This design comes from an exercise in tuning for small area and a short achievable clock period on the open sky130 flow, not from production work.
RTL that was checked went through simulation tests only; none was proved equivalent to the original.
Function not checked in runs 5 and 6: the RTL went through the layout flow alone.
Power is estimated from default activity; no workload was simulated.

===== flow/run.sh =====
#!/bin/bash
# synth_recipe.tcl (not shown) runs the flow's synth.tcl, then flattens the netlist and writes it again
# the make line also repeats each setting of config.mk as NAME=value (left out here)
make -C /OpenROAD-flow-scripts/flow DESIGN_CONFIG=/design/flow/config.mk WORK_HOME=/design/flow/orfs CLKGATE_MAP_FILE= SYNTH_SCRIPT=/design/flow/synth_recipe.tcl finish

===== flow/config.mk =====
export PLATFORM = sky130hd
export DESIGN_NAME = wedge_fitter
export DESIGN_NICKNAME = wedge_fitter
export VERILOG_FILES = /design/flow/design.v
export SDC_FILE = /design/flow/constraint.sdc
export NUM_CORES = 4
export LEC_CHECK = 0
export CAP_MARGIN = 5
export CORE_MARGIN = 2
export CORE_UTILIZATION = 70
export CTS_BUF_LIST = sky130_fd_sc_hd__clkbuf_16
export CTS_CLUSTER_DIAMETER = 60
export CTS_CLUSTER_SIZE = 30
export SETUP_SLACK_MARGIN = 3.9
export SLEW_MARGIN = 5

===== flow/constraint.sdc =====
create_clock -name core_clock -period 6.5 [get_ports {clock}]
set_input_delay 1.3000 -clock core_clock [delete_from_list [all_inputs] [get_ports {clock}]]
set_output_delay 1.3000 -clock core_clock [all_outputs]
set_load 0.01 [all_outputs]

===== flow/design.v =====
`timescale 1ns/1ps
module wedge_fitter (
	input logic clock,
	input logic reset,
	input logic clear_status,
	input logic [22:0] data_in,  
	input logic ds,
	output logic hold,
	input logic out_re,
	output logic [22:0] data_out,  
	output logic out_valid,
	output logic out_empty,
	input logic nocut,
	input logic [12:0] chi2cut_value,
	output logic [4:0] wedge_status  
);
	logic [22:0] H;
	logic [22:0] S [15];
	logic [4:0] i_cnt, i_cnt_next;
	logic i_empty, i_one, i_full;
	logic push_i, pop_i;
	logic [22:0] s_head;
	assign push_i = ds && !i_full;
	always_ff @(posedge clock)
	begin
		if (push_i)
		begin
			S[0] <= data_in;
			for (int k = 1; k < 15; k++)
				S[k] <= S[k-1];
		end
	end
	always_comb
	begin
		s_head = '0;
		for (int k = 0; k < 15; k++)
			s_head = s_head | (S[k] & {23{i_cnt == 5'(k + 2)}});
	end
	always_ff @(posedge clock)
	begin
		if (pop_i)
			H <= (i_empty || i_one) ? data_in : s_head;
		else if (i_empty)
			H <= data_in;
	end
	always_comb
	begin
		i_cnt_next = i_cnt;
		if (push_i && !pop_i)
			i_cnt_next = i_cnt + 5'd1;
		else if (pop_i && !push_i)
			i_cnt_next = i_cnt - 5'd1;
	end
	always_ff @(posedge clock)
	begin
		if (reset)
		begin
			i_cnt <= '0;
			i_empty <= 1'b1;
			i_one <= 1'b0;
			i_full <= 1'b0;
			hold <= 1'b0;
		end
		else
		begin
			i_cnt <= i_cnt_next;
			i_empty <= (i_cnt_next == 5'd0);
			i_one <= (i_cnt_next == 5'd1);
			i_full <= (i_cnt_next == 5'd16);
			hold <= (i_cnt_next >= 5'd12);
		end
	end
	localparam logic [1:0] C_IDLE = 2'd0, C_ROAD = 2'd1, C_WAIT = 2'd2;
	logic [1:0] c_state, c_state_next;
	logic w_ee, w_ep;
	logic t_empty, t_full;
	logic f_idle;
	logic dv;  
	logic drained;
	logic start_road, cand_valid, handoff, invalid_road;
	assign w_ee = H[22];
	assign w_ep = H[21];
	assign drained = t_empty && f_idle && !dv;
	always_comb
	begin
		c_state_next = c_state;
		pop_i = 1'b0;
		start_road = 1'b0;
		cand_valid = 1'b0;
		handoff = 1'b0;
		invalid_road = 1'b0;
		case (c_state)
			C_IDLE:
			begin
				if (!i_empty && w_ee)
					c_state_next = C_WAIT;
				else if (!i_empty && !t_full)
				begin
					pop_i = 1'b1;
					if (w_ep)
						invalid_road = 1'b1;
					else
					begin
						start_road = 1'b1;
						c_state_next = C_ROAD;
					end
				end
			end
			C_ROAD:
			begin
				if (!i_empty && w_ee)
				begin
					invalid_road = 1'b1;
					c_state_next = C_WAIT;
				end
				else if (!i_empty && !t_full)
				begin
					pop_i = 1'b1;
					cand_valid = 1'b1;
					if (w_ep)
						c_state_next = C_IDLE;
				end
			end
			C_WAIT:
			begin
				if (!i_empty && drained)
				begin
					handoff = 1'b1;
					pop_i = 1'b1;
					c_state_next = C_IDLE;
				end
			end
			default: c_state_next = C_IDLE;
		endcase
	end
	always_ff @(posedge clock)
	begin
		if (reset)
			c_state <= C_IDLE;
		else
			c_state <= c_state_next;
	end
	logic [20:0] cur_road;
	logic cur_par;
	logic [12:0] best_chisq;
	logic [7:0] best_track;
	logic best_par;
	logic have_cand;
	logic take;
	logic par_h;
	logic pass_r;
	logic tpar_r;
	assign par_h = ^H[20:0];
	assign take = !have_cand || (H[20:8] < best_chisq);
	always_ff @(posedge clock)
	begin
		if (start_road)
		begin
			cur_road <= H[20:0];
			cur_par <= par_h;
		end
		if (cand_valid && take)
		begin
			best_chisq <= H[20:8];
			best_track <= H[7:0];
			best_par <= par_h;
		end
		if (cand_valid && w_ep)
		begin
			pass_r <= nocut || (take ? (H[20:8] <= chi2cut_value) : (best_chisq <= chi2cut_value));
			tpar_r <= !(cur_par ^ (take ? par_h : best_par));
		end
	end
	always_ff @(posedge clock)
	begin
		if (reset)
		begin
			have_cand <= 1'b0;
			dv <= 1'b0;
		end
		else
		begin
			dv <= cand_valid && w_ep;
			if (start_road)
				have_cand <= 1'b0;
			else if (cand_valid)
				have_cand <= 1'b1;
		end
	end
	logic [20:0] T_road [8];
	logic [20:0] T_fit [8];
	logic [3:0] t_cnt, t_cnt_next;
	logic t_push, t_pop;
	assign t_push = dv && pass_r;
	always_ff @(posedge clock)
	begin
		if (t_push)
		begin
			T_road[0] <= cur_road;
			T_fit[0] <= {best_chisq, best_track};
			for (int k = 1; k < 8; k++)
			begin
				T_road[k] <= T_road[k-1];
				T_fit[k] <= T_fit[k-1];
			end
		end
	end
	always_comb
	begin
		t_cnt_next = t_cnt;
		if (t_push && !t_pop)
			t_cnt_next = t_cnt + 4'd1;
		else if (t_pop && !t_push)
			t_cnt_next = t_cnt - 4'd1;
	end
	always_ff @(posedge clock)
	begin
		if (reset)
		begin
			t_cnt <= '0;
			t_empty <= 1'b1;
			t_full <= 1'b0;
		end
		else
		begin
			t_cnt <= t_cnt_next;
			t_empty <= (t_cnt_next == 4'd0);
			t_full <= (t_cnt_next == 4'd8);
		end
	end
	logic acc;
	logic [21:0] ee_hold;  
	always_ff @(posedge clock)
	begin
		if (reset || handoff)
			acc <= 1'b0;
		else if (t_push)
			acc <= acc ^ tpar_r;
	end
	always_ff @(posedge clock)
	begin
		if (handoff)
			ee_hold <= {H[21:9], acc, H[7:0]};
	end
	localparam logic [1:0] F_IDLE = 2'd0, F_TRK = 2'd1, F_EE = 2'd2;
	logic [1:0] f_state, f_state_next;
	logic o_full, o_empty;
	logic o_push, o_pop;
	logic [22:0] out_word;
	assign f_idle = (f_state == F_IDLE);
	always_comb
	begin
		f_state_next = f_state;
		o_push = 1'b0;
		t_pop = 1'b0;
		case (f_state)
			F_IDLE:
			begin
				if (!t_empty)
				begin
					if (!o_full)
					begin
						o_push = 1'b1;
						f_state_next = F_TRK;
					end
				end
				else if (handoff)
					f_state_next = F_EE;
			end
			F_TRK:
			begin
				if (!o_full)
				begin
					o_push = 1'b1;
					t_pop = 1'b1;
					f_state_next = F_IDLE;
				end
			end
			F_EE:
			begin
				if (!o_full)
				begin
					o_push = 1'b1;
					f_state_next = F_IDLE;
				end
			end
			default: f_state_next = F_IDLE;
		endcase
	end
	always_ff @(posedge clock)
	begin
		if (reset)
			f_state <= F_IDLE;
		else
			f_state <= f_state_next;
	end
	logic [7:0] sel_road, sel_fit;
	logic sel_ee;
	logic [20:0] t_head;
	always_ff @(posedge clock)
	begin
		for (int k = 0; k < 8; k++)
		begin
			sel_road[k] <= !reset && f_state_next == F_IDLE && t_cnt_next == 4'(k + 1);
			sel_fit[k] <= !reset && f_state_next == F_TRK && t_cnt_next == 4'(k + 1);
		end
		sel_ee <= !reset && f_state_next == F_EE;
	end
	always_comb
	begin
		t_head = '0;
		for (int k = 0; k < 8; k++)
			t_head = t_head | (T_road[k] & {21{sel_road[k]}}) | (T_fit[k] & {21{sel_fit[k]}});
		out_word = {sel_ee, sel_ee ? ee_hold[21] : (f_state == F_TRK), t_head | (ee_hold[20:0] & {21{sel_ee}})};
	end
	logic [22:0] O [16];
	logic [4:0] o_cnt, o_cnt_next;
	logic [22:0] o_head;
	assign o_pop = out_re && !o_empty;
	always_ff @(posedge clock)
	begin
		if (o_push)
		begin
			O[0] <= out_word;
			for (int k = 1; k < 16; k++)
				O[k] <= O[k-1];
		end
	end
	always_comb
	begin
		o_cnt_next = o_cnt;
		if (o_push && !o_pop)
			o_cnt_next = o_cnt + 5'd1;
		else if (o_pop && !o_push)
			o_cnt_next = o_cnt - 5'd1;
	end
	always_ff @(posedge clock)
	begin
		if (reset)
		begin
			o_cnt <= '0;
			o_empty <= 1'b1;
			o_full <= 1'b0;
			out_valid <= 1'b0;
		end
		else
		begin
			o_cnt <= o_cnt_next;
			o_empty <= (o_cnt_next == 5'd0);
			o_full <= (o_cnt_next == 5'd16);
			out_valid <= o_pop;
		end
	end
	always_comb
	begin
		o_head = '0;
		for (int k = 0; k < 16; k++)
			o_head = o_head | (O[k] & {23{o_cnt == 5'(k + 1)}});
	end
	always_ff @(posedge clock)
	begin
		data_out <= o_head;
	end
	assign out_empty = o_empty;
	logic in_ovf_seen, invalid_seen;
	always_ff @(posedge clock)
	begin
		if (clear_status || reset)
		begin
			in_ovf_seen <= 1'b0;
			invalid_seen <= 1'b0;
		end
		else
		begin
			in_ovf_seen <= in_ovf_seen | (ds && i_full);
			invalid_seen <= invalid_seen | invalid_road;
		end
	end
	assign wedge_status = {in_ovf_seen, 1'b0, invalid_seen, i_empty, o_empty};
endmodule

==> results of run 1 <==
[flip-flops by register name (all words and copies together) (netlist names), 2 cells and up]
register / flops
S: 345
cur_road: 21
ee_hold: 22
O: 368
sel_fit: 8
t_cnt: 4
f_state: 2
c_state: 2
sel_road: 8
best_chisq: 13
o_cnt: 5
T_fit: 168
T_road: 168
best_track: 8
data_out: 23
i_cnt: 5
H: 23
[power by group through the flow]
stage	logic (mW)	clock network, mW	registers (mW)
5_1_grt	5.14	4.84	12.9
3_5_place_dp	4.49	0	12.9
6_report	4.82	4.56	12.7
2_1_floorplan	3.02	0	12.3
4_1_cts	4.69	4.59	12.7
3_3_place_gp	4.39	0	12.8
[timing repair]
item,CTS,global route
cloned,7,1
setup buffers,12,8
hold buffers,0,0
gates resized for setup,101,52
setup endpoints to repair,721,354
pin swaps,4,18
[routing by layer]
| metal | vias to the layer above | share of wire | track usage |
|---|---|---|---|
| li1 | 10400 | - | - |
| met1 | 12400 | 0.37 | 0.455 |
| met2 | 1623 | 0.48 | 0.503 |
| met3 | 268 | 0.11 | 0.0546 |
| met4 | 0 | 0.040 | 0.112 |
| met5 | - | 0 | 0 |
[final timing paths]
kind / slack, ns / end / cells past startpoint / start
worst max-delay path: 3.90 / pass_r / 9 / chi2cut_value[3]
worst min-delay path: 0.43 / T_fit[0][3] / 0 / best_track[3]
worst max register to register: 3.92 / data_out[15] / 7 / o_cnt[2]
worst min register to register: 0.43 / T_fit[0][3] / 0 / best_track[3]
[cells in the mapped netlist, types with 18 or more instances]
master and count:
nand3_1 38, nor3_1 23, a21oi_1 35, nor2_1 99, a22o_1 61, buf_2 26
a222oi_1 57, clkbuf_1 79, xnor2_1 27, ha_1 55, a221oi_1 67, dfxtp_1 72
a22oi_1 293, inv_1 44, and3_1 18, nand4_1 75, edfxtp_1 1140, nand2_1 76
[layout make-up]
cell class                      instances  area [um2]  share of cell area
Antenna cell                            1        2.50           0.0000510
Clock buffer                           61        1530              0.0311
Clock inverter                         45         539              0.0110
Inverter                               45         203             0.00413
Multi-Input combinational cell       1110        8610               0.175
Sequential cell                      1212       35700               0.728
Tap cell                              846        1060              0.0216
Timing Repair Buffer                  149        1390              0.0283
Timing Repair inverter                  5        35.0            0.000714
[cells by family after synthesis]
kind of cell | after synthesis | synth area share
XOR/XNOR | 35 | 0.00720
buffers and inverters | 168 | 0.0157
adder cells (fa/ha/maj) | 59 | 0.0164
other | 1 | 0.0000843
multiplexers | 21 | 0.00543
AND/OR/NAND/NOR | 388 | 0.0453
flip-flops | 1212 | 0.802
AO/OA/AOI/OAI | 604 | 0.108
[worst max-delay path, delay by kind of cell]
| kind | cells | cell delay [ns] |
|---|---|---|
| simple gates | 3 | 0.42 |
| mux | 1 | 0.27 |
| compound gates | 2 | 0.23 |
| buf+inv | 2 | 0.53 |
| fa+ha+maj | 1 | 0.26 |
[through the flow]
step / power [mW] / setup TNS, ns
floorplan: 15.3 / -175.73
global placement: 17.2 / 0
detailed placement: 17.4 / 0
CTS: 22.0 / 0
global route: 22.9 / 0
finish: 22.1 / 0
==> summary.txt, run 1 <==
Power and ir drop
  • Pwr Density: 450 nW/um2
  • Combinational power share: 0.218
  • Int Pwr: roughly 15 mW
  • Static Leak: 16.2 nW
  • Clock Power Share: 0.206
  • Switching power of the nets: 7.01 mW
  • Flop pwr share: 0.575
  • Worst vdd ir: about 0.37 mV
  • Sw Share: 0.317

Timing
  • Maximum clock frequency: around 380 MHz
  • Period utilization: 0.400
  • Max-slew headroom: 0.184
  • Final min period: approximately 2.6 ns
  • Pins Over Slew Limit: 0
  • # setup viols final: 0
  • Worst clock skew: around 0.021 ns
  • Final WS setup: roughly 4 ns
  • Worst-margin pin slew: between 1 and 1.5 ns
  • WHS: between 0.4 and 0.5 ns
  • RSZ-0062 raised after global routing: yes
  • Final hold vios: 0

Layout
  • Layout area overhead: 10.4%
  • Fin cells: about 3500
  • Commonest non-fill, non-tap cells in the layout: edfxtp_1 (1140), a22oi_1 (293), nor2_1 (90)
  • Layout cells sized above 1: 0.118
  • Final Cell Area: ~50000 um2
  • Core Util, Final: 0.779
  • Fill cells: between 3000 and 4000
  • Commonest non-fill, non-tap cell in the layout: edfxtp_1
  • Nets: around 2700

Global route
  • First-pass GRT wire length: roughly 150000 um
  • Initial antenna violation count: 0
  • Gr ovfl total: 0
  • Vias in the first global route: around 24000
  • Largest net degree at the start of global routing: 207
  • GRT Util Overall: 0.317

Critical path
  • Critical path class: in2reg
  • CP max stage delay: between 0.4 and 0.5 ns
  • Critical-path cell list: clkdlybuf4s50_1, inv_2, ha_4, nand4_1, nor2_1, a211oi_2, o211ai_1, nand2_1, mux2_4
  • Setup crit start kind: input port
  • WP data arrival: about 3.0 ns
  • Peak fanout along the critical path: 2
  • Critical Path RT: between 6 and 7 ns
  • CP Capture Type: flop
  • Crit-path slowest cell: clkdlybuf4s50_1

Synth
  • Post-synth EDFFs: ~1100
  • Sequential element share of the synthesized area: 0.802
  • Cells after Synth: 2488
  • Post-synth top area cell: edfxtp_1
  • Main synth FF type: edfxtp_1
  • Net Count, Synth: roughly 2600
  • Share of the synthesized area in the top cell type: 0.770
  • Asr flop ratio synth: 0
  • Netlist Area Pre-Place: between 40000 and 50000 um2
  • Avg Cell Area, Syn: about 18 um2
  • Synth cell types: between 70 and 80
  • Top cells by area, synth: edfxtp_1 (77%), a22oi_1 (4.9%), dfxtp_1 (3.2%), ha_1 (1.5%), a221oi_1 (1.3%)
  • Ys Warns: 5
  • #FFs+latches synth: ~1200

Placed design
  • Placed Cells: 3339
  • Area post-placement: approximately 46000 um2
  • Hpwl dp: about 61000 um
  • Pre-CTS WS: between 2 and 2.5 ns
  • Port Buffer Count: 71
  • Placer Congestion: roughly 0.86

Floorplanning
  • Starting Density: 0.706
  • Die width: around 260 um
  • Core box area: about 63000 um2
  • I/O pins: 73
  • Num rows: between 90 and 100
  • Full die area: 65600 um2
  • Die Height: between 200 and 300 um

Clock tree
  • CTS tree: built
  • Clk Latency, worst-skew pair: ~0.66 ns
  • Maximum level of the CTS H-tree: 2
  • Clock sink count: about 1200
  • CTS root buffer: clkbuf_16
  • Clock Path Buffers: 3
  • CTS Buf Count: between 50 and 60
  • Reg clk slew, reported paths: around 0.12 ns

Route
  • Pre-Repair DR Iteration Count: 9
  • Post-Route WL: between 100000 and 150000 um
  • Via/cell ratio: between 7 and 8
  • Vias: about 25000
  • Drt wl/cell: about 30 um
  • Iter 0 DRT Violations: ~3800
  • Number of remaining DRC errors: 0
  • Detail Route Antenna Nets: 0

Flow run
  • Max-Cap Viols: 0

Min path
  • Worst hold path class: reg2reg

Run status
  • Status: finished clean
==> run 2, diff against run 1 <==
--- a/flow/config.mk
+++ b/flow/config.mk
@@ -12,4 +12,4 @@
 export CTS_CLUSTER_DIAMETER = 60
 export CTS_CLUSTER_SIZE = 30
-export SETUP_SLACK_MARGIN = 3.9
+export SETUP_SLACK_MARGIN = 4.5
 export SLEW_MARGIN = 5
==> run 2 against run 1 <==
- hold slack got worse by 0.0016 ns
- clock skew rose by 0.0091 ns
- total power is 14% higher
- combinational power is 62% higher
- register-to-register slack improved by 0.14 ns
- maximum frequency increased by 2.1%
- via count rose by 12%
==> summary.txt, run 2 <==
Floorplanning
  • Die Height: 256 um
  • Starting Density: 0.706
  • I/O pins: 73
  • Num rows: 92
  • Die width: roughly 260 um
  • Core box area: about 63000 um2
  • Full die area: roughly 66000 um2

Global route
  • Vias in the first global route: around 26000
  • Largest net degree at the start of global routing: 99
  • Initial antenna violation count: 5
  • Gr ovfl total: 0
  • First-pass GRT wire length: approximately 170000 um
  • GRT Util Overall: 0.358

Power and ir drop
  • Pwr Density: about 470 nW/um2
  • Tot Pwr: between 20 and 30 mW
  • Static Leak: about 18 nW
  • Worst vdd ir: between 0.3 and 0.4 mV

Placed design
  • Area post-placement: 46500 um2
  • Port Buffer Count: just over 70
  • Placer Congestion: approximately 0.85
  • Hpwl dp: just over 60000 um

Clock tree
  • Clock sink count: approximately 1200
  • Cts hold-fix bufs: 0
  • CTS tree: built
  • Maximum level of the CTS H-tree: 2
  • CTS Buf Count: 58
  • CTS root buffer: clkbuf_16
  • Reg clk slew, reported paths: between 0.1 and 0.15 ns
  • Clock Path Buffers: 3
  • Clk Latency, worst-skew pair: 0.70 ns

Flow run
  • Max-Cap Viols: 0

Synth
  • Most instantiated cells after synthesis: edfxtp_1 (1140), a22oi_1 (293), nor2_1 (99), clkbuf_1 (79), nand2_1 (76)
  • Net Count, Synth: between 2000 and 3000
  • Netlist Area Pre-Place: ~44000 um2
  • Most common cell in the netlist: edfxtp_1
  • Top cells by area, synth: edfxtp_1 (77%), a22oi_1 (4.9%), dfxtp_1 (3.2%), ha_1 (1.5%), a221oi_1 (1.3%)
  • Asr flop ratio synth: 0
  • Main synth FF type: edfxtp_1
  • #FFs+latches synth: 1212
  • Sequential element share of the synthesized area: 0.802
  • Synth cell types: 77
  • Cells after Synth: 2488
  • Share of the synthesized area in the top cell type: 0.770
  • Post-synth EDFFs: roughly 1100
  • Avg Cell Area, Syn: 17.9 um2
  • Post-synth top area cell: edfxtp_1
  • Ys Warns: 5

Critical path
  • Crit-path slowest cell: dfxtp_4
  • Setup crit start kind: flop
  • CP Capture Type: output port
  • CP max stage delay: approximately 0.41 ns
  • Critical-path cell list: buf_6
  • Critical path class: reg2out
  • Delay-heaviest family, CP: flip-flops
  • Peak fanout along the critical path: 2
  • WP data arrival: ~1.3 ns
  • Critical Path RT: 5.20 ns
  • Critical path buffers and inverters: 1
  • Worst R2R Start: i_empty
  • CP startpoint: i_empty

Route
  • Iter 0 DRT Violations: between 4000 and 5000
  • Post-Route WL: 130000 um
  • Number of remaining DRC errors: 0
  • Drt wl/cell: 34.7 um
  • Vias: about 28000
  • Detail Route Antenna Nets: 0
  • Pre-Repair DR Iteration Count: 8
  • Via/cell ratio: 7.40

Min path
  • HP Start: cur_road[19]
  • Worst hold path class: reg2reg

Layout
  • Commonest non-fill, non-tap cells in the layout: edfxtp_1 (1140), a22oi_1 (276), buf_4 (185)
  • Max reg flops: roughly 370
  • Final Cell Area: between 50000 and 60000 um2
  • Layout area overhead: 22.3%
  • Top reg by flops: O
  • Largest regs: O: 368 flops, S: 345 flops
  • Nets: between 2000 and 3000
  • Layout cells sized above 1: 0.287
  • Fill cells: around 2500
  • Commonest non-fill, non-tap cell in the layout: edfxtp_1

Timing
  • RSZ-0062 raised after global routing: yes
  • Final hold vios: 0
  • Period utilization: 0.392
  • Maximum clock frequency: about 390 MHz
  • Worst-margin pin slew: slightly below 0.7 ns
  • Max-slew headroom: 0.550
  • Worst clock skew: between 0.02 and 0.03 ns
  • WHS: about 0.43 ns
  • Final min period: ~2.5 ns
  • # setup viols final: 0
  • Pins Over Slew Limit: 0

Run status
  • Status: finished clean
run 2: report_power, final:
group / switching, mW / internal (mW) / total [mW]
sequential: 1.32 / 11.5 / 12.8
clock: 2.71 / 2.00 / 4.71
combinational: 4.51 / 3.31 / 7.82
run 2: cell type report:
type,count,area [um2],area share
multi-input combinational,1112,10000,0.185
inverter,45,211,0.00389
clock inverter,49,599,0.0110
timing repair buffer,418,5110,0.0940
clock buffer,61,1530,0.0281
tap,846,1060,0.0195
sequential,1212,35800,0.657
timing repair inverter,9,81.3,0.00150
antenna,2,5.00,0.0000920
run 2: final timing paths:
path,endpoint,slack (ns),cells past startpoint
worst max register to register,i_full,4.06,9
worst min register to register,T_road[0][19],0.43,0
worst max-delay path,wedge_status[1],3.95,1
worst min-delay path,T_road[0][19],0.43,0
run 2: per-stage QoR:
stage               setup TNS [ns]  cells  setup WS [ns]  utilization
floorplan                  -175.73   2488         -0.735            -
global placement                 0   3342           2.45        0.738
detailed placement               0   3342           2.31        0.738
CTS                              0   3667           3.98        0.832
global route                     0   3752           3.96        0.864
finish                           0   3754           3.95        0.864
run 2: kinds of logic (layout without fill, tap and decap cells):
group / after synthesis / after routing / share of synthesized area
flops: 1212 / 1212 / 0.802
compound gates: 604 / 604 / 0.108
simple gates: 388 / 392 / 0.0453
buf+inv: 168 / 582 / 0.0157
fa+ha+maj: 59 / 59 / 0.0164
xor+xnor: 35 / 35 / 0.00720
mux: 21 / 21 / 0.00543
other cells: 1 / 3 / 0.0000843
run 2: layer usage:
layer	global-route usage	routed length, um	up-vias
met5	0	26	-
met4	0.179	9540	4
met3	0.0578	16300	535
met2	0.575	61300	2436
met1	0.488	43100	13800
li1	-	-	11000
run 2: timing repair:
action,CTS,global route
buffers inserted,177,59
resized for setup,590,204
pin swaps,120,117
endpoints found under the setup margin,1163,723
cloned,38,26
==> run 3, diff against run 2 <==
--- a/flow/config.mk
+++ b/flow/config.mk
@@ -12,4 +12,4 @@
 export CTS_CLUSTER_DIAMETER = 60
 export CTS_CLUSTER_SIZE = 30
-export SETUP_SLACK_MARGIN = 4.5
+export SETUP_SLACK_MARGIN = 4.2
 export SLEW_MARGIN = 5
==> run 3 against run 2 <==
- worst setup slack better by 0.082 ns
- first-iteration DRC count down 7.8%
- critical endpoint is now wedge_status[0]
- count of clock-buffer cells in the layout down 2
- non-clock buffer count down 184
==> summary.txt, run 3 <==
Clock tree
  • CTS root buffer: clkbuf_16
  • Clock Path Buffers: 3
  • Cts hold-fix bufs: 0
  • Clock sink count: about 1200
  • CTS tree: built
  • CTS Buf Count: 58
  • Reg clk slew, reported paths: 0.12 ns
  • Clk Latency, worst-skew pair: 0.69 ns
  • Maximum level of the CTS H-tree: 2

Min path
  • Hold Path Cell Cnt: 0
  • HP Start: cur_road[3]
  • Hold worst-path end: T_road[0][3]
  • Worst hold path class: reg2reg

Route
  • Post-Route WL: ~110000 um
  • Vias: around 25000
  • Via/cell ratio: approximately 7.1
  • Pre-Repair DR Iteration Count: 6
  • Iter 0 DRT Violations: about 4000
  • Detail Route Antenna Nets: 0
  • Drt wl/cell: between 30 and 40 um
  • Number of remaining DRC errors: 0

Critical path
  • Crit-path slowest cell: dfxtp_4
  • FF-to-FF setup slack: roughly 4.2 ns
  • Register-to-Register Path Depth: 8
  • Peak fanout along the critical path: 4
  • Worst R2R Start: i_cnt[1]
  • Critical path buffers and inverters: 1
  • Setup crit start kind: flop
  • End of the worst register-to-register path: H[14]
  • CP Capture Type: output port
  • Critical path class: reg2out
  • Critical-path cell list: buf_6
  • Critical Path RT: around 5.2 ns
  • WP data arrival: 1.16 ns
  • Delay-heaviest family, CP: flip-flops
  • CP max stage delay: approximately 0.4 ns

Synth
  • Post-synth EDFFs: approximately 1100
  • Most common cell in the netlist: edfxtp_1
  • Asr flop ratio synth: 0
  • Share of the synthesized area in the top cell type: 0.770
  • Main synth FF type: edfxtp_1
  • Sequential element share of the synthesized area: 0.802
  • Top cells by area, synth: edfxtp_1 (77%), a22oi_1 (4.9%), dfxtp_1 (3.2%), ha_1 (1.5%), a221oi_1 (1.3%)
  • Avg Cell Area, Syn: 17.9 um2
  • Synth cell types: 77
  • Netlist Area Pre-Place: between 40000 and 50000 um2
  • Net Count, Synth: 2585
  • Post-synth top area cell: edfxtp_1
  • Cells after Synth: roughly 2500
  • Ys Warns: 5
  • Most instantiated cells after synthesis: edfxtp_1 (1140), a22oi_1 (293), nor2_1 (99), clkbuf_1 (79), nand2_1 (76)
  • #FFs+latches synth: approximately 1200

Layout
  • Fin cells: roughly 3600
  • Largest regs: O: 368 flops, S: 345 flops
  • Commonest non-fill, non-tap cell in the layout: edfxtp_1
  • Multi-input gate area: 9180 um2
  • Layout area overhead: 14.0%
  • Layout cells sized above 1: 0.189
  • Max reg flops: 368
  • Commonest non-fill, non-tap cells in the layout: edfxtp_1 (1140), a22oi_1 (293), buf_4 (113)
  • Final Cell Area: 50700 um2
  • Fill cells: around 3200
  • Register area: ~36000 um2
  • Nets: 2768
  • Top reg by flops: O

Floorplanning
  • Die width: 256 um
  • Starting Density: 0.706
  • Core box area: between 60000 and 70000 um2
  • Full die area: about 66000 um2
  • Num rows: 92
  • Die Height: 256 um
  • I/O pins: 73

Power and ir drop
  • Flop pwr share: 0.555
  • Static Leak: roughly 17 nW
  • Tot Pwr: ~23 mW
  • Clock Power Share: 0.197
  • Int Pwr: 15.4 mW
  • Pwr Density: 448 nW/um2
  • Switching power of the nets: between 7 and 8 mW
  • Sw Share: 0.323
  • Combinational power share: 0.248
  • Worst vdd ir: approximately 0.34 mV

Global route
  • First-pass GRT wire length: between 150000 and 200000 um
  • Vias in the first global route: about 24000
  • Largest net degree at the start of global routing: between 100 and 150
  • GRT Util Overall: 0.326
  • Gr ovfl total: 0
  • Initial antenna violation count: 0

Timing
  • Pins Over Slew Limit: 0
  • # setup viols final: 0
  • Max-slew headroom: 0.272
  • RSZ-0062 raised after global routing: yes
  • Final WS setup: approximately 4.0 ns
  • Final min period: around 2.5 ns
  • Worst clock skew: between 0.03 and 0.04 ns
  • Final hold vios: 0
  • Worst-margin pin slew: approximately 1.1 ns
  • Period utilization: 0.379
  • Maximum clock frequency: approximately 410 MHz

Placed design
  • Area post-placement: between 40000 and 50000 um2
  • Placer Congestion: 0.855
  • Placed Cells: between 3000 and 4000
  • Port Buffer Count: ~70
  • Hpwl dp: between 60000 and 70000 um
  • Pre-CTS WS: ~2.3 ns

Run status
  • Status: finished clean

Flow run
  • Max-Cap Viols: 0
run 3: cell counts after synthesis:
No cell type changed its count.
run 3: power by group through the flow:
stage	Combinational, mW	Sequential, mW	Clock, mW
after global routing	5.93	12.8	4.77
after floorplan	3.04	12.3	0
after detailed placement	4.50	12.9	0
final	5.62	12.6	4.47
after global placement	4.41	12.8	0
after CTS	5.19	12.6	4.49
run 3: layer usage:
metal | part of all wire | up-vias | routed length, um | GRT usage
met5 | 0 | - | 0 | 0
met4 | 0.038 | 0 | 4100 | 0.118
met3 | 0.10 | 249 | 11200 | 0.0548
met2 | 0.48 | 1600 | 52300 | 0.522
met1 | 0.37 | 12700 | 40500 | 0.463
li1 | - | 10600 | - | -
run 3: per-stage QoR:
step / TNS (ns) / util / hold slack, ns
floorplan: -175.73 / - / 0.400
global placement: 0 / 0.738 / 0.401
finish: 0 / 0.805 / 0.415
detailed placement: 0 / 0.738 / 0.405
CTS: 0 / 0.791 / 0.418
global route: 0 / 0.805 / 0.425
run 3: worst max path at each step:
stage,from,end,cells past startpoint
after floorplan,ds,i_one,6
final,o_empty,wedge_status[0],1
after CTS,o_empty,wedge_status[0],1
after detailed placement,ds,i_full,8
after global routing,o_empty,wedge_status[0],1
after global placement,ds,i_one,8
run 3: layout make-up:
class,count,share of cell area
repair inverters,6,0.000913
clock buffers,59,0.0291
inverters,45,0.00415
diodes,1,0.0000494
repair buffers,234,0.0484
flip-flops and latches,1212,0.705
clock inverters,49,0.0107
multi-input cells,1114,0.181
well taps,846,0.0209
run 3: kinds of logic after synthesis:
kind of cell,share of synthesized area
mux,0.00543
compound gates,0.108
flops,0.802
other cells,0.0000843
fa+ha+maj,0.0164
simple gates,0.0453
xor+xnor,0.00720
buf+inv,0.0157
run 3: repair_timing:
item | in CTS | in global routing
pin swaps | 46 | 38
endpoints found under the setup margin | 1138 | 401
gates cloned | 19 | 1
buffers inserted | 44 | 54
gates resized for setup | 324 | 94
==> run 4, diff against run 3 <==
--- a/flow/config.mk
+++ b/flow/config.mk
@@ -8,5 +8,5 @@
 export CAP_MARGIN = 5
 export CORE_MARGIN = 2
-export CORE_UTILIZATION = 70
+export CORE_UTILIZATION = 82
 export CTS_BUF_LIST = sky130_fd_sc_hd__clkbuf_16
 export CTS_CLUSTER_DIAMETER = 60
==> run 4 against run 3 <==
- synthesized cell count unchanged
- synthesized area did not move
- the run now fails in 5_1_grt
==> summary.txt, run 4 <==
Global route
  • Largest net degree at the start of global routing: about 140
  • Initial antenna violation count: 10

Synth
  • Net Count, Synth: 2585
  • Netlist Area Pre-Place: 44500 um2
  • Post-synth top area cell: edfxtp_1
  • Synth cell types: 77
  • Avg Cell Area, Syn: 17.9 um2
  • Sequential element share of the synthesized area: 0.802
  • Most instantiated cells after synthesis: edfxtp_1 (1140), a22oi_1 (293), nor2_1 (99), clkbuf_1 (79), nand2_1 (76)
  • Share of the synthesized area in the top cell type: 0.770
  • Post-synth EDFFs: roughly 1100
  • Most common cell in the netlist: edfxtp_1
  • Asr flop ratio synth: 0
  • Main synth FF type: edfxtp_1
  • Cells after Synth: around 2500
  • Ys Warns: 5
  • #FFs+latches synth: ~1200
  • Top cells by area, synth: edfxtp_1 (77%), a22oi_1 (4.9%), dfxtp_1 (3.2%), ha_1 (1.5%), a221oi_1 (1.3%)

Floorplanning
  • Die width: between 200 and 250 um
  • I/O pins: 73
  • Die Height: ~240 um
  • Starting Density: 0.828
  • Num rows: between 80 and 90

Placed design
  • Port Buffer Count: roughly 70
  • Pre-CTS WS: around 2.6 ns
  • Placer Congestion: approximately 0.9
  • Placed Cells: roughly 3200
  • Hpwl dp: approximately 64000 um
  • Area post-placement: about 46000 um2

Clock tree
  • Maximum level of the CTS H-tree: 2
  • Clock sink count: about 1200
  • Clock Path Buffers: 3
  • CTS Buf Count: 53
  • CTS root buffer: clkbuf_16

Run status
  • Err: [ERROR DPL-0033] detailed placement checks failed during check placement.
  • Failed at: 5_1_grt
  • Status: did not finish

Timing
  • Worst setup endpoint GRT: wedge_status[0]
  • Worst ep type: output port
run 4: worst min path at each step:
stage,slack (ns),end,from,cells past startpoint
3_3_place_gp,0.40,T_road[0][0],cur_road[0],0
4_1_cts,0.43,T_road[0][7],cur_road[7],0
2_1_floorplan,0.40,T_fit[0][0],best_track[0],0
3_5_place_dp,0.40,T_road[0][11],cur_road[11],0
run 4: through the flow:
stage | util | hold slack, ns
after CTS | 0.923 | 0.429
after detailed placement | 0.862 | 0.405
after global placement | 0.862 | 0.401
after floorplan | - | 0.400
run 4: cell families after synthesis:
logic type | synth area share
adders and majority gates | 0.0164
DFF | 0.802
AOI/OAI and AO/OA | 0.108
and+or+nand+nor | 0.0453
muxes | 0.00543
xor gates and xnor gates | 0.00720
buffers and inverters | 0.0157
other | 0.0000843
run 4: power by group through the flow:
stage          Clock (mW)  Combinational [mW]  Sequential, mW
2_1_floorplan           0                3.04            12.3
3_5_place_dp            0                4.63            12.9
4_1_cts              4.11                5.50            12.7
3_3_place_gp            0                4.37            12.7
run 4: what timing repair did:
item	4_1_cts
buffers inserted	68
resized for setup	359
cloned	14
pin swaps	65
hold buffers	0
endpoints found under the setup margin	967
==> run 5, diff against run 4 <==
--- a/flow/design.v
+++ b/flow/design.v
@@ -18,5 +18,5 @@
 	logic [22:0] S [15];
 	logic [4:0] i_cnt, i_cnt_next;
-	logic i_empty, i_one, i_full;
+	logic i_empty, i_has, i_one, i_full;  
 	logic push_i, pop_i;
 	logic [22:0] s_head;
@@ -40,6 +40,6 @@
 	begin
 		if (pop_i)
-			H <= (i_empty || i_one) ? data_in : s_head;
-		else if (i_empty)
+			H <= (!i_has || i_one) ? data_in : s_head;
+		else if (!i_has)
 			H <= data_in;
 	end
@@ -58,4 +58,5 @@
 			i_cnt <= '0;
 			i_empty <= 1'b1;
+			i_has <= 1'b0;
 			i_one <= 1'b0;
 			i_full <= 1'b0;
@@ -66,4 +67,5 @@
 			i_cnt <= i_cnt_next;
 			i_empty <= (i_cnt_next == 5'd0);
+			i_has <= (i_cnt_next != 5'd0);
 			i_one <= (i_cnt_next == 5'd1);
 			i_full <= (i_cnt_next == 5'd16);
@@ -93,7 +95,7 @@
 			C_IDLE:
 			begin
-				if (!i_empty && w_ee)
+				if (i_has && w_ee)
 					c_state_next = C_WAIT;
-				else if (!i_empty && !t_full)
+				else if (i_has && !t_full)
 				begin
 					pop_i = 1'b1;
@@ -109,10 +111,10 @@
 			C_ROAD:
 			begin
-				if (!i_empty && w_ee)
+				if (i_has && w_ee)
 				begin
 					invalid_road = 1'b1;
 					c_state_next = C_WAIT;
 				end
-				else if (!i_empty && !t_full)
+				else if (i_has && !t_full)
 				begin
 					pop_i = 1'b1;
@@ -124,5 +126,5 @@
 			C_WAIT:
 			begin
-				if (!i_empty && drained)
+				if (i_has && drained)
 				begin
 					handoff = 1'b1;
@@ -245,5 +247,5 @@
 	localparam logic [1:0] F_IDLE = 2'd0, F_TRK = 2'd1, F_EE = 2'd2;
 	logic [1:0] f_state, f_state_next;
-	logic o_full, o_empty;
+	logic o_full, o_empty, o_has;  
 	logic o_push, o_pop;
 	logic [22:0] out_word;
@@ -317,5 +319,5 @@
 	logic [4:0] o_cnt, o_cnt_next;
 	logic [22:0] o_head;
-	assign o_pop = out_re && !o_empty;
+	assign o_pop = out_re && o_has;
 	always_ff @(posedge clock)
 	begin
@@ -341,4 +343,5 @@
 			o_cnt <= '0;
 			o_empty <= 1'b1;
+			o_has <= 1'b0;
 			o_full <= 1'b0;
 			out_valid <= 1'b0;
@@ -348,4 +351,5 @@
 			o_cnt <= o_cnt_next;
 			o_empty <= (o_cnt_next == 5'd0);
+			o_has <= (o_cnt_next != 5'd0);
 			o_full <= (o_cnt_next == 5'd16);
 			out_valid <= o_pop;
--- a/flow/config.mk
+++ b/flow/config.mk
@@ -8,8 +8,8 @@
 export CAP_MARGIN = 5
 export CORE_MARGIN = 2
-export CORE_UTILIZATION = 82
+export CORE_UTILIZATION = 70
 export CTS_BUF_LIST = sky130_fd_sc_hd__clkbuf_16
 export CTS_CLUSTER_DIAMETER = 60
 export CTS_CLUSTER_SIZE = 30
-export SETUP_SLACK_MARGIN = 4.2
+export SETUP_SLACK_MARGIN = 4.35
 export SLEW_MARGIN = 5
==> run 5 against run 4 <==
- now clean on timing, DRC and antenna
- synthesized cell count grew 2.0%
- synthesized area grew 0.33%
==> summary.txt, run 5 <==
Layout
  • Fin cells: 3692
  • Nets: between 2000 and 3000
  • Layout area overhead: 16.9%
  • Top reg by flops: O
  • Max reg flops: roughly 370
  • Layout cells sized above 1: 0.232
  • Commonest non-fill, non-tap cells in the layout: edfxtp_1 (1140), a22oi_1 (312), buf_4 (147)
  • Core Util, Final: 0.827
  • Commonest non-fill, non-tap cell in the layout: edfxtp_1
  • Largest regs: O: 368 flops, S: 345 flops
  • Antenna cells: 0

Synth
  • Post-synthesis mux area share: 0.00937
  • Ys Warns: 5
  • Netlist Area Pre-Place: around 45000 um2
  • Post-synth top area cell: edfxtp_1
  • Sequential element share of the synthesized area: 0.800
  • Top cells by area, synth: edfxtp_1 (77%), a22oi_1 (5.4%), dfxtp_1 (3.3%), ha_1 (1.5%), a222oi_1 (1.4%)
  • Net Count, Synth: 2635
  • Asr flop ratio synth: 0
  • Synth cell types: between 70 and 80
  • Main combinational cell family by area after synthesis: compound AO/OA/AOI/OAI gates
  • Synth Area in XOR/XNOR: 0.00698
  • Most instantiated cells after synthesis: edfxtp_1 (1140), a22oi_1 (321), nor2_1 (124), nand2_1 (78), dfxtp_1 (74)
  • Main synth FF type: edfxtp_1
  • Share of the synthesized area in the top cell type: 0.767
  • Most common cell in the netlist: edfxtp_1
  • Simple-Gate Fraction of Synth Area: 0.0480
  • Post-synthesis compound-gate area fraction: 0.104
  • Post-synth EDFFs: around 1100
  • Adder-Cell Fraction of Synth Area: 0.0159
  • #FFs+latches synth: 1214
  • Avg Cell Area, Syn: around 18 um2
  • Cells after Synth: 2538

Critical path
  • Critical-path cell list: buf_2
  • Setup crit start kind: flop
  • CP max stage delay: around 0.37 ns
  • Critical path buffers and inverters: 1
  • WP data arrival: about 1.2 ns
  • Critical path class: reg2out
  • Delay-heaviest family, CP: flip-flops
  • CP Capture Type: output port
  • Peak fanout along the critical path: 2
  • Critical Path RT: ~5.2 ns
  • Crit-path slowest cell: dfxtp_2

Placed design
  • Hpwl dp: about 60000 um
  • Placer Congestion: 0.847
  • Placed Cells: around 3400
  • Port Buffer Count: between 70 and 80

Clock tree
  • CTS Buf Count: 60
  • Clock sink count: ~1200
  • Cts hold-fix bufs: 0
  • Clock Path Buffers: 3
  • Reg clk slew, reported paths: between 0.1 and 0.15 ns
  • Maximum level of the CTS H-tree: 2
  • Clk Latency, worst-skew pair: just under 0.7 ns
  • CTS tree: built
  • CTS root buffer: clkbuf_16

Floorplanning
  • Starting Density: 0.707
  • Full die area: 65800 um2
  • I/O pins: 73
  • Num rows: between 90 and 100
  • Core box area: roughly 63000 um2
  • Die width: 256 um
  • Die Height: between 200 and 300 um

Timing
  • Maximum clock frequency: 405 MHz
  • RSZ-0062 raised after global routing: yes
  • Pins Over Slew Limit: 0
  • # setup viols final: 0
  • Worst clock skew: 0.0393 ns
  • Max-slew headroom: 0.363
  • Period utilization: 0.380
  • Worst-margin pin slew: between 0.9 and 1 ns
  • Final hold vios: 0
  • Final min period: ~2.5 ns

Flow run
  • Max-Cap Viols: 0

Power and ir drop
  • Static Leak: 17.3 nW
  • Flop pwr share: 0.534
  • Clock Power Share: 0.184
  • Int Pwr: ~17 mW
  • Worst vdd ir: around 0.39 mV
  • Switching power of the nets: around 8.5 mW
  • Pwr Density: a little under 500 nW/um2
  • Combinational power share: 0.283
  • Sw Share: 0.337

Global route
  • Initial antenna violation count: 1
  • Largest net degree at the start of global routing: slightly above 100
  • Vias in the first global route: between 20000 and 30000
  • First-pass GRT wire length: approximately 160000 um
  • GRT Util Overall: 0.334
  • Gr ovfl total: 0

Route
  • Vias: 26500
  • Pre-Repair DR Iteration Count: 7
  • Post-Route WL: between 100000 and 150000 um
  • Number of remaining DRC errors: 0
  • Iter 0 DRT Violations: 4483
  • Via/cell ratio: between 7 and 8
  • Detail Route Antenna Nets: 0
  • Drt wl/cell: 31.4 um

Run status
  • Status: finished clean

Min path
  • Worst hold path class: reg2reg
[run 5: cell families after synthesis]
group                      Yosys count
DFF                               1214
muxes                               38
adders and majority gates           57
buffers and inverters              162
xor gates and xnor gates            34
AOI/OAI and AO/OA                  607
other                                1
and+or+nand+nor                    425
[run 5: stage by stage]
stage	power (mW)	hold WS (ns)	cell area, um2	TNS [ns]	worst slack [ns]
2_1_floorplan	16.4	0.400	44800	-175.62	-0.768
3_3_place_gp	18.4	0.401	46600	0	2.87
3_5_place_dp	18.6	0.405	46600	0	2.78
4_1_cts	24.1	0.405	50700	0	4.01
5_1_grt	26.2	0.424	52100	0	4.01
6_report	25.3	0.418	52100	0	4.03
[run 5: routing by layer]
metal  track usage  vias up  routed length (um)
met4         0.105        2                4660
met1         0.478    13200               41700
met3        0.0638      326               14600
met2         0.533     2000               55100
li1              -    10900                   -
met5             0        -                  13
[run 5: cell type report]
cell class	count	area, um2
clock inverters	51	598
multi-input cells	1171	9690
repair inverters	5	42.5
repair buffers	298	3210
inverters	45	209
fillers	3029	10900
well taps	846	1060
clock buffers	62	1550
flip-flops and latches	1214	35800
[run 5: what timing repair did]
item | in CTS | in global routing
gates resized for setup | 407 | 129
pin swaps | 59 | 79
setup buffers | 75 | 79
cloned | 20 | 10
endpoints found under the setup margin | 830 | 632
endpoints found under the hold margin | 0 | 0
[run 5: power by group through the flow]
| stage | Clock [mW] | Combinational [mW] | Sequential (mW) |
|---|---|---|---|
| 5_1_grt | 4.91 | 7.51 | 13.7 |
| 2_1_floorplan | 0 | 3.36 | 13.1 |
| 6_report | 4.65 | 7.16 | 13.5 |
| 4_1_cts | 4.64 | 6.04 | 13.5 |
| 3_5_place_dp | 0 | 4.98 | 13.7 |
| 3_3_place_gp | 0 | 4.83 | 13.5 |
[run 5: final timing paths]
path	startpoint	to	slack, ns	cells after the start
min	best_track[0]	T_fit[0][0]	0.42	0
max reg2reg	i_cnt[1]	H[4]	4.10	9
max	o_empty	out_empty	4.03	1
min reg2reg	best_track[0]	T_fit[0][0]	0.42	0
==> run 6, diff against run 5 <==
--- a/flow/config.mk
+++ b/flow/config.mk
@@ -12,4 +12,4 @@
 export CTS_CLUSTER_DIAMETER = 60
 export CTS_CLUSTER_SIZE = 30
-export SETUP_SLACK_MARGIN = 4.35
+export SETUP_SLACK_MARGIN = 4.2
 export SLEW_MARGIN = 5
==> run 6 against run 5 <==
- total power decreased by 4.1%
- count of clock-buffer cells in the layout decreased by 2
- design area decreased by 2.4%
- maximum frequency increased by 0.75%
- synthesized area unchanged
- die area unchanged
- sequential power about the same
- critical path depth unchanged
- critical path type unchanged
- non-clock buffer count decreased by 51
- synthesized cell count unchanged
- critical endpoint is now hold
==> summary.txt, run 6 <==
Run status
  • Status: finished clean

Synth
  • Asr flop ratio synth: 0
  • Synth cell types: 78
  • Net Count, Synth: roughly 2600
  • #FFs+latches synth: between 1000 and 1500
  • Post-synth top area cell: edfxtp_1
  • Avg Cell Area, Syn: between 15 and 20 um2
  • Netlist Area Pre-Place: 44600 um2
  • Sequential element share of the synthesized area: 0.800
  • Most common cell in the netlist: edfxtp_1
  • Top cells by area, synth: edfxtp_1 (77%), a22oi_1 (5.4%), dfxtp_1 (3.3%), ha_1 (1.5%), a222oi_1 (1.4%)
  • Share of the synthesized area in the top cell type: 0.767
  • Main synth FF type: edfxtp_1
  • Post-synth EDFFs: 1140
  • Ys Warns: 5
  • Most instantiated cells after synthesis: edfxtp_1 (1140), a22oi_1 (321), nor2_1 (124), nand2_1 (78), dfxtp_1 (74)
  • Cells after Synth: around 2500

Global route
  • Vias in the first global route: roughly 25000
  • First-pass GRT wire length: approximately 160000 um
  • GRT Util Overall: 0.328
  • Initial antenna violation count: 2
  • Largest net degree at the start of global routing: 120
  • Gr ovfl total: 0

Critical path
  • WP data arrival: 1.15 ns
  • Critical path buffers and inverters: 1
  • CP max stage delay: 0.39 ns
  • Critical Path RT: 5.20 ns
  • Peak fanout along the critical path: 1
  • Delay-heaviest family, CP: flip-flops
  • CP Capture Type: output port
  • End of the worst register-to-register path: best_track[5]
  • Crit-path slowest cell: dfxtp_2
  • Critical-path cell list: buf_6
  • Worst R2R Start: best_chisq[6]
  • Register-to-Register Path Depth: 10
  • Critical path class: reg2out
  • FF-to-FF setup slack: between 4 and 5 ns
  • Setup crit start kind: flop

Min path
  • Worst hold path class: reg2reg
  • HP Start: cur_road[11]
  • Hold worst-path end: T_road[0][11]
  • Hold Path Cell Cnt: 0

Clock tree
  • CTS tree: built
  • Clk Latency, worst-skew pair: between 0.6 and 0.7 ns
  • CTS root buffer: clkbuf_16
  • Reg clk slew, reported paths: 0.11 ns
  • CTS Buf Count: 57
  • Maximum level of the CTS H-tree: 2
  • Cts hold-fix bufs: 0
  • Clock sink count: between 1000 and 1500
  • Clock Path Buffers: 3

Power and ir drop
  • Worst vdd ir: 0.505 mV
  • Switching power of the nets: just over 8 mW
  • Int Pwr: about 16 mW
  • Clock Power Share: 0.181
  • Pwr Density: 477 nW/um2
  • Flop pwr share: 0.555
  • Tot Pwr: about 24 mW
  • Combinational power share: 0.263
  • Static Leak: 16.8 nW
  • Sw Share: 0.333

Layout
  • Commonest non-fill, non-tap cells in the layout: edfxtp_1 (1140), a22oi_1 (320), buf_4 (130)
  • Fill cells: 3287
  • Final Cell Area: 50900 um2
  • Commonest non-fill, non-tap cell in the layout: edfxtp_1
  • Nets: ~2800
  • Fin cells: 3637
  • Largest regs: O: 368 flops, S: 345 flops
  • Layout area overhead: 14.0%
  • Layout cells sized above 1: 0.196
  • Core Util, Final: 0.807
  • Top reg by flops: O
  • Max reg flops: around 370

Timing
  • Final setup TNS: 0 ns
  • Worst-margin pin slew: approximately 0.97 ns
  • Final min period: ~2.5 ns
  • WHS: ~0.42 ns
  • Pins Over Slew Limit: 0
  • Period utilization: 0.377
  • # setup viols final: 0
  • RSZ-0062 raised after global routing: yes
  • Worst clock skew: 0.0508 ns
  • Final WS setup: 4.05 ns
  • Maximum clock frequency: between 400 and 500 MHz
  • Final hold vios: 0
  • Max-slew headroom: 0.353

Placed design
  • Pre-CTS WS: around 2.6 ns
  • Hpwl dp: about 60000 um
  • Placed Cells: about 3400
  • Placer Congestion: 0.868
  • Area post-placement: about 47000 um2
  • Port Buffer Count: 71

Flow run
  • Max-Cap Viols: 0

Route
  • Via/cell ratio: between 7 and 8
  • Detail Route Antenna Nets: 0
  • Pre-Repair DR Iteration Count: 9
  • Iter 0 DRT Violations: 4556
  • Post-Route WL: about 110000 um
  • Number of remaining DRC errors: 0
  • Drt wl/cell: between 30 and 40 um
  • Vias: roughly 26000

Floorplanning
  • Core box area: about 63000 um2
  • Die width: around 260 um
  • Full die area: ~66000 um2
  • Num rows: 92
  • Starting Density: 0.707
  • I/O pins: 73
  • Die Height: between 200 and 300 um
-- run 6: worst max path at each step --
stage            startpoint            to  slack [ns]  cells after the start
3_5_place_dp             ds        i_full        2.59                      8
6_report               hold          hold        4.05                      1
2_1_floorplan            ds         i_one       -0.77                      6
3_3_place_gp             ds        i_full        2.69                      8
4_1_cts        data_out[21]  data_out[21]        4.03                      1
5_1_grt        data_out[21]  data_out[21]        4.02                      1
-- run 6: what timing repair did --
action / CTS / global route
buffers inserted: 67 / 49
setup endpoints to repair: 990 / 195
cloned: 15 / 4
gates resized for setup: 350 / 78
pin swaps: 51 / 42
-- run 6: cell type report --
| type | instances | area [um2] | share of cell area |
|---|---|---|---|
| Antenna cell | 2 | 5.00 | 0.0000984 |
| Clock buffer | 60 | 1500 | 0.0295 |
| Clock inverter | 48 | 474 | 0.00932 |
| Inverter | 45 | 215 | 0.00423 |
| Multi-Input combinational cell | 1170 | 9390 | 0.185 |
| Sequential cell | 1214 | 35800 | 0.703 |
| Tap cell | 846 | 1060 | 0.0208 |
| Timing Repair Buffer | 247 | 2420 | 0.0476 |
| Timing Repair inverter | 5 | 43.8 | 0.000861 |
-- run 6: layer usage --
layer / vias to the layer above / share of wire / global-route usage / routed length, um
met1: 12900 / 0.37 / 0.484 / 41300
met5: - / 0.00012 / 0 / 13
li1: 10800 / - / - / -
met2: 1796 / 0.47 / 0.511 / 52200
met4: 2 / 0.039 / 0.117 / 4250
met3: 279 / 0.11 / 0.0516 / 12600
-- run 6: power by group through the flow --
stage          Clock [mW]  Sequential [mW]  Combinational [mW]
2_1_floorplan           0             13.1                3.34
3_3_place_gp            0             13.5                4.86
3_5_place_dp            0             13.7                5.01
4_1_cts              4.43             13.5                5.81
5_1_grt              4.69             13.7                6.76
6_report             4.40             13.5                6.39
-- run 6: kinds of logic after synthesis --
family | synth area share
adders and majority gates | 0.0159
DFF | 0.800
and+or+nand+nor | 0.0480
xor gates and xnor gates | 0.00698
buffers and inverters | 0.0150
AOI/OAI and AO/OA | 0.104
muxes | 0.00937
other | 0.0000840
==> run 7, diff against run 6 <==
--- a/flow/design.v
+++ b/flow/design.v
@@ -18,5 +18,5 @@
 	logic [22:0] S [15];
 	logic [4:0] i_cnt, i_cnt_next;
-	logic i_empty, i_has, i_one, i_full;  
+	logic i_empty, i_one, i_full;
 	logic push_i, pop_i;
 	logic [22:0] s_head;
@@ -40,6 +40,6 @@
 	begin
 		if (pop_i)
-			H <= (!i_has || i_one) ? data_in : s_head;
-		else if (!i_has)
+			H <= (i_empty || i_one) ? data_in : s_head;
+		else if (i_empty)
 			H <= data_in;
 	end
@@ -58,5 +58,4 @@
 			i_cnt <= '0;
 			i_empty <= 1'b1;
-			i_has <= 1'b0;
 			i_one <= 1'b0;
 			i_full <= 1'b0;
@@ -67,5 +66,4 @@
 			i_cnt <= i_cnt_next;
 			i_empty <= (i_cnt_next == 5'd0);
-			i_has <= (i_cnt_next != 5'd0);
 			i_one <= (i_cnt_next == 5'd1);
 			i_full <= (i_cnt_next == 5'd16);
@@ -95,7 +93,7 @@
 			C_IDLE:
 			begin
-				if (i_has && w_ee)
+				if (!i_empty && w_ee)
 					c_state_next = C_WAIT;
-				else if (i_has && !t_full)
+				else if (!i_empty && !t_full)
 				begin
 					pop_i = 1'b1;
@@ -111,10 +109,10 @@
 			C_ROAD:
 			begin
-				if (i_has && w_ee)
+				if (!i_empty && w_ee)
 				begin
 					invalid_road = 1'b1;
 					c_state_next = C_WAIT;
 				end
-				else if (i_has && !t_full)
+				else if (!i_empty && !t_full)
 				begin
 					pop_i = 1'b1;
@@ -126,5 +124,5 @@
 			C_WAIT:
 			begin
-				if (i_has && drained)
+				if (!i_empty && drained)
 				begin
 					handoff = 1'b1;
@@ -153,6 +151,26 @@
 	logic pass_r;
 	logic tpar_r;
+	function automatic less13(input [12:0] a, input [12:0] b);
+		reg [15:0] lt, gt;
+		integer w, i;
+		begin
+			lt = '0;
+			gt = '0;
+			for (i = 0; i < 13; i = i + 1)
+			begin
+				lt[i] = !a[i] && b[i];
+				gt[i] = a[i] && !b[i];
+			end
+			for (w = 1; w < 16; w = w * 2)
+				for (i = 0; i + w < 16; i = i + 2 * w)
+				begin
+					lt[i] = lt[i + w] || (!gt[i + w] && lt[i]);
+					gt[i] = gt[i + w] || (!lt[i + w] && gt[i]);
+				end
+			less13 = lt[0];
+		end
+	endfunction
 	assign par_h = ^H[20:0];
-	assign take = !have_cand || (H[20:8] < best_chisq);
+	assign take = !have_cand || less13(H[20:8], best_chisq);
 	always_ff @(posedge clock)
 	begin
@@ -170,5 +188,5 @@
 		if (cand_valid && w_ep)
 		begin
-			pass_r <= nocut || (take ? (H[20:8] <= chi2cut_value) : (best_chisq <= chi2cut_value));
+			pass_r <= nocut || (take ? !less13(chi2cut_value, H[20:8]) : !less13(chi2cut_value, best_chisq));
 			tpar_r <= !(cur_par ^ (take ? par_h : best_par));
 		end
@@ -247,5 +265,5 @@
 	localparam logic [1:0] F_IDLE = 2'd0, F_TRK = 2'd1, F_EE = 2'd2;
 	logic [1:0] f_state, f_state_next;
-	logic o_full, o_empty, o_has;  
+	logic o_full, o_empty;
 	logic o_push, o_pop;
 	logic [22:0] out_word;
@@ -319,5 +337,5 @@
 	logic [4:0] o_cnt, o_cnt_next;
 	logic [22:0] o_head;
-	assign o_pop = out_re && o_has;
+	assign o_pop = out_re && !o_empty;
 	always_ff @(posedge clock)
 	begin
@@ -343,5 +361,4 @@
 			o_cnt <= '0;
 			o_empty <= 1'b1;
-			o_has <= 1'b0;
 			o_full <= 1'b0;
 			out_valid <= 1'b0;
@@ -351,5 +368,4 @@
 			o_cnt <= o_cnt_next;
 			o_empty <= (o_cnt_next == 5'd0);
-			o_has <= (o_cnt_next != 5'd0);
 			o_full <= (o_cnt_next == 5'd16);
 			out_valid <= o_pop;
==> run 7 against run 6 <==
- wire length fell by 4.2%
- synthesized area fell by 1.1%
- clock skew fell by 0.021 ns
- utilization fell by 1.1 points
- die area fell by 1.1%
- critical path type unchanged
- largest cell class unchanged
- highest routed layer unchanged
==> summary.txt, run 7 <==
Critical path
  • Peak fanout along the critical path: 4
  • CP startpoint: o_empty
  • Setup crit start kind: flop
  • CP max stage delay: 0.41 ns
  • Worst R2R Start: H[16]
  • Delay-heaviest family, CP: flip-flops
  • Critical path buffers and inverters: 1
  • Crit-path slowest cell: dfxtp_4
  • WP data arrival: 1.21 ns
  • Critical path class: reg2out
  • CP Capture Type: output port
  • Critical-path cell list: buf_6
  • Critical Path RT: 5.20 ns

Synth
  • Net Count, Synth: about 2600
  • Cells after Synth: 2502
  • Avg Cell Area, Syn: between 15 and 20 um2
  • Synth cell types: 67
  • Post-synth EDFFs: 1140
  • Main synth FF type: edfxtp_1
  • Sequential element share of the synthesized area: 0.809
  • Asr flop ratio synth: 0
  • Share of the synthesized area in the top cell type: 0.776
  • Post-synth top area cell: edfxtp_1
  • Most instantiated cells after synthesis: edfxtp_1 (1140), a22oi_1 (244), nand2_1 (138), nor2_1 (103), clkbuf_1 (91)
  • Top cells by area, synth: edfxtp_1 (78%), a22oi_1 (4.2%), dfxtp_1 (3.3%), a222oi_1 (1.7%), mux2i_1 (1.3%)
  • Netlist Area Pre-Place: between 40000 and 50000 um2
  • Ys Warns: 5
  • Most common cell in the netlist: edfxtp_1
  • #FFs+latches synth: 1212

Placed design
  • Pre-CTS WS: 2.90 ns
  • Hpwl dp: approximately 59000 um
  • Placer Congestion: between 0.8 and 0.9
  • Port Buffer Count: a little over 70

Layout
  • Commonest non-fill, non-tap cell in the layout: edfxtp_1
  • Max reg flops: about 370
  • Top reg by flops: O
  • Core Util, Final: 0.795
  • Nets: between 2000 and 3000
  • Layout area overhead: 13.1%
  • Layout cells sized above 1: 0.166
  • Largest regs: O: 368 flops, S: 345 flops
  • Commonest non-fill, non-tap cells in the layout: edfxtp_1 (1140), a22oi_1 (242), nand2_1 (130)

Floorplanning
  • Num rows: 92
  • Core box area: approximately 63000 um2
  • Full die area: 65100 um2
  • Die Height: ~260 um
  • Starting Density: 0.703
  • Die width: about 260 um
  • I/O pins: between 70 and 80

Global route
  • Largest net degree at the start of global routing: 114
  • Gr ovfl total: 0
  • GRT Util Overall: 0.325
  • Met2 Usage GRT: 0.502
  • Initial antenna violation count: 1
  • Global routing's busiest layer: met2
  • GR Util met1: 0.469
  • GR Util met3: 0.0582
  • First-pass GRT wire length: about 150000 um
  • Vias in the first global route: ~24000

Timing
  • Maximum clock frequency: between 300 and 400 MHz
  • Worst clock skew: about 0.03 ns
  • Final hold vios: 0
  • Final WS setup: 3.99 ns
  • Period utilization: 0.386
  • Worst-margin pin slew: roughly 1.0 ns
  • Pins Over Slew Limit: 0
  • Max-slew headroom: 0.317
  • RSZ-0062 raised after global routing: yes
  • # setup viols final: 0
  • Final min period: roughly 2.5 ns

Route
  • Vias: 24800
  • Detail Route Antenna Nets: 0
  • Number of remaining DRC errors: 0
  • Pre-Repair DR Iteration Count: 9
  • Via/cell ratio: roughly 7
  • Post-Route WL: ~110000 um
  • Drt wl/cell: between 20 and 30 um
  • Iter 0 DRT Violations: 3841

Clock tree
  • Maximum level of the CTS H-tree: 2
  • Clk Latency, worst-skew pair: about 0.69 ns
  • CTS root buffer: clkbuf_16
  • Reg clk slew, reported paths: around 0.11 ns
  • CTS Buf Count: 59
  • Cts hold-fix bufs: 0
  • Clock sink count: 1212
  • Clock Path Buffers: 3
  • CTS tree: built

Power and ir drop
  • Worst vdd ir: slightly above 0.4 mV
  • Pwr Density: approximately 470 nW/um2
  • Static Leak: 16.3 nW

Min path
  • HP Start: cur_road[20]
  • Worst hold path class: reg2reg

Run status
  • Status: finished clean

Flow run
  • Max-Cap Viols: 0
-- run 7: timing repair --
action / in CTS / in global routing
pin swaps: 23 / 22
endpoints found under the setup margin: 800 / 332
cloned: 10 / 4
buffers inserted: 45 / 34
resized for setup: 322 / 74
-- run 7: report_power, final --
part           internal [mW]  switching, mW
Clock                   2.05           2.63
Sequential              12.0           1.48
Combinational           2.01           3.49
Total                   16.1           7.61
-- run 7: path summary, 6_finish.rpt --
kind                        end  slack [ns]  cells after the start
setup / recovery      out_empty        3.99                      1
hold / removal    T_road[0][20]        0.42                      0
setup reg to reg         pass_r        4.10                      8
hold reg to reg   T_road[0][20]        0.42                      0
-- run 7: kinds of logic (layout without fill, tap and decap cells) --
family,after synthesis,count (layout),share of synthesized area
AOI/OAI and AO/OA,570,570,0.0996
xor gates and xnor gates,34,34,0.00675
adders and majority gates,42,42,0.0107
buffers and inverters,160,358,0.0147
DFF,1212,1212,0.809
muxes,61,61,0.0140
other,1,2,0.0000850
and+or+nand+nor,422,429,0.0456
-- run 7: metrics by stage --
| step | power, mW | cell area, um2 | cells | hold WS [ns] | TNS, ns |
|---|---|---|---|---|---|
| after floorplan | 15.9 | 44300 | 2502 | 0.400 | -123.46 |
| after global placement | 18.0 | 46100 | 3352 | 0.400 | 0 |
| after detailed placement | 18.2 | 46100 | 3352 | 0.405 | 0 |
| after CTS | 23.4 | 49300 | 3515 | 0.422 | 0 |
| after global routing | 24.6 | 49900 | 3553 | 0.427 | 0 |
| final | 23.7 | 49900 | 3554 | 0.419 | 0 |
-- run 7: layout make-up --
class / instances / area, um2
Timing Repair Buffer: 208 / 2180
Tap cell: 846 / 1060
Clock inverter: 47 / 648
Antenna cell: 1 / 2.50
Multi-Input combinational cell: 1137 / 8530
Inverter: 41 / 188
Clock buffer: 61 / 1530
Fill cell: 3326 / 12800
Sequential cell: 1212 / 35800
Timing Repair inverter: 1 / 8.76
-- run 7: metal layers --
metal  vias to the layer above  share of wire
met2                      1609           0.47
met3                       280           0.11
li1                      10500              -
met5                         -        0.00014
met4                         2          0.044
met1                     12400           0.38
==> run 8, diff against run 7 <==
--- a/flow/config.mk
+++ b/flow/config.mk
@@ -12,4 +12,5 @@
 export CTS_CLUSTER_DIAMETER = 60
 export CTS_CLUSTER_SIZE = 30
-export SETUP_SLACK_MARGIN = 4.2
+export PLACE_DENSITY = 0.75
+export SETUP_SLACK_MARGIN = 4.05
 export SLEW_MARGIN = 5
==> run 8 against run 7 <==
- synthesized cell count did not move
- hold slack better by 0.0067 ns
- global-route usage fell by 0.59 points
- count of clock-buffer cells in the layout grew 1
- critical path type unchanged
- still clean
- synthesized area stayed put
- wire length fell by 2.1%
- combinational power fell by 5.5%
- register-to-register slack worse by 0.04 ns
- sequential cell count is the same
- clock power down 5.1%
- via count decreased by 1.1%
- critical path depth did not move
==> summary.txt, run 8 <==
Critical path
  • Crit path to: wedge_status[0]
  • Critical path class: reg2out
  • Setup crit start kind: flop
  • Critical-path cell list: buf_6
  • Worst R2R Start: i_cnt[2]
  • FF-to-FF setup slack: slightly above 4 ns
  • Cell count along the critical path: 1
  • CP max stage delay: roughly 0.4 ns
  • CP startpoint: o_empty
  • Crit-path slowest cell: dfxtp_4
  • Delay-heaviest family, CP: flip-flops

Global route
  • First-pass GRT wire length: approximately 150000 um
  • GRT Util Overall: 0.319

Layout
  • Layout area overhead: 11.1%
  • Largest regs: O: 368 flops, S: 345 flops
  • Max reg flops: 368
  • Top reg by flops: O
  • Layout cells sized above 1: 0.138
  • Final Cell Area: roughly 50000 um2

Synth
  • Synth cell types: 67
  • Asr flop ratio synth: 0
  • Adder-Cell Fraction of Synth Area: 0.0107
  • Avg Cell Area, Syn: ~18 um2
  • Share of the synthesized area in the top cell type: 0.776
  • Post-synthesis mux area share: 0.0140
  • Post-synthesis compound-gate area fraction: 0.0996
  • Most common cell in the netlist: edfxtp_1

Power and ir drop
  • Clock Power Share: 0.192
  • Combinational power share: 0.225
  • Switching power of the nets: between 7 and 8 mW
  • Worst vdd ir: 0.468 mV
  • Static Leak: between 15 and 20 nW

Route
  • Number of remaining DRC errors: 0
  • Iter 0 DRT Violations: 3670
  • Pre-Repair DR Iteration Count: 10

Timing
  • Max-slew headroom: 0.239
  • Final min period: ~2.5 ns
  • Final hold vios: 0
  • Worst-margin pin slew: between 1 and 1.5 ns

Floorplanning
  • Die width: about 260 um
  • Full die area: 65100 um2
  • Num rows: just over 90
  • Starting Density: 0.703

Clock tree
  • CTS Buf Count: 57
  • Clock sink count: around 1200
  • CTS root buffer: clkbuf_16

Placed design
  • Port Buffer Count: 71

Run status
  • Status: finished clean

Flow run
  • Max-Cap Viols: 0
==> run 8: cell counts after synthesis <==
No cell type changed its count.
==> run 8: cells by family (layout without fill, tap and decap cells) <==
group / after synthesis / count (layout)
AO/OA/AOI/OAI: 570 / 570
XOR/XNOR: 34 / 34
adder cells (fa/ha/maj): 42 / 42
buffers and inverters: 160 / 308
flip-flops: 1212 / 1212
multiplexers: 61 / 61
other: 1 / 3
AND/OR/NAND/NOR: 422 / 434
==> run 8: through the flow <==
stage / hold WS (ns) / total power, mW / instances / worst slack (ns) / util
final: 0.426 / 23.1 / 3510 / 4.02 / 0.781
after global placement: 0.401 / 17.9 / 3352 / 2.80 / 0.734
after CTS: 0.427 / 22.9 / 3494 / 3.88 / 0.776
after detailed placement: 0.405 / 18.2 / 3352 / 2.74 / 0.734
after floorplan: 0.400 / 15.9 / 2502 / -0.681 / -
after global routing: 0.430 / 24.0 / 3508 / 3.99 / 0.781
==> run 8: final cells by class <==
cell class              count  area (um2)  share of cell area
multi-input cells        1142        8330               0.170
repair buffers            158        1650              0.0336
repair inverters            3        18.8            0.000383
flip-flops and latches   1212       35700               0.729
well taps                 846        1060              0.0216
clock buffers              62        1550              0.0317
diodes                      2        5.00            0.000102
clock inverters            44         467             0.00952
inverters                  41         189             0.00386
==> run 8: how the worst min path moves through the flow <==
stage | start | to | slack [ns] | depth (start not counted)
after floorplan | best_track[0] | T_fit[0][0] | 0.40 | 0
after global placement | cur_road[19] | T_road[0][19] | 0.40 | 0
after detailed placement | cur_road[10] | T_road[0][10] | 0.40 | 0
after CTS | cur_road[3] | T_road[0][3] | 0.43 | 0
after global routing | best_track[2] | T_fit[0][2] | 0.43 | 0
final | cur_road[6] | T_road[0][6] | 0.43 | 0
==> run 8: power groups by stage <==
stage	logic, mW	registers (mW)	clock network (mW)
5_1_grt	5.54	13.7	4.71
3_5_place_dp	4.56	13.6	0
3_3_place_gp	4.42	13.5	0
2_1_floorplan	2.89	13.0	0
6_report	5.20	13.5	4.45
4_1_cts	5.00	13.5	4.48
==> run 8: timing repair <==
item,4_1_cts,5_1_grt
buffers inserted,19,13
endpoints found under the hold margin,0,0
setup endpoints to repair,1015,98
hold buffers,0,0
cloned,17,1
resized for setup,243,70
pin swaps,15,11
==> run 8: metal layers <==
metal | GRT usage | share of wire | up-vias
met1 | 0.452 | 0.37 | 12200
li1 | - | - | 10400
met3 | 0.0616 | 0.11 | 279
met4 | 0.125 | 0.042 | 4
met5 | 0 | 0.00031 | -
met2 | 0.502 | 0.48 | 1616

Check on run 8: ideal ports give 4.018 ns setup slack; a clkbuf_16 on the clock port and buf_2 on the inputs give 3.952 ns; moving port delays by the midpoint clock arrival (0.726 ns) as well gives 3.324 ns.
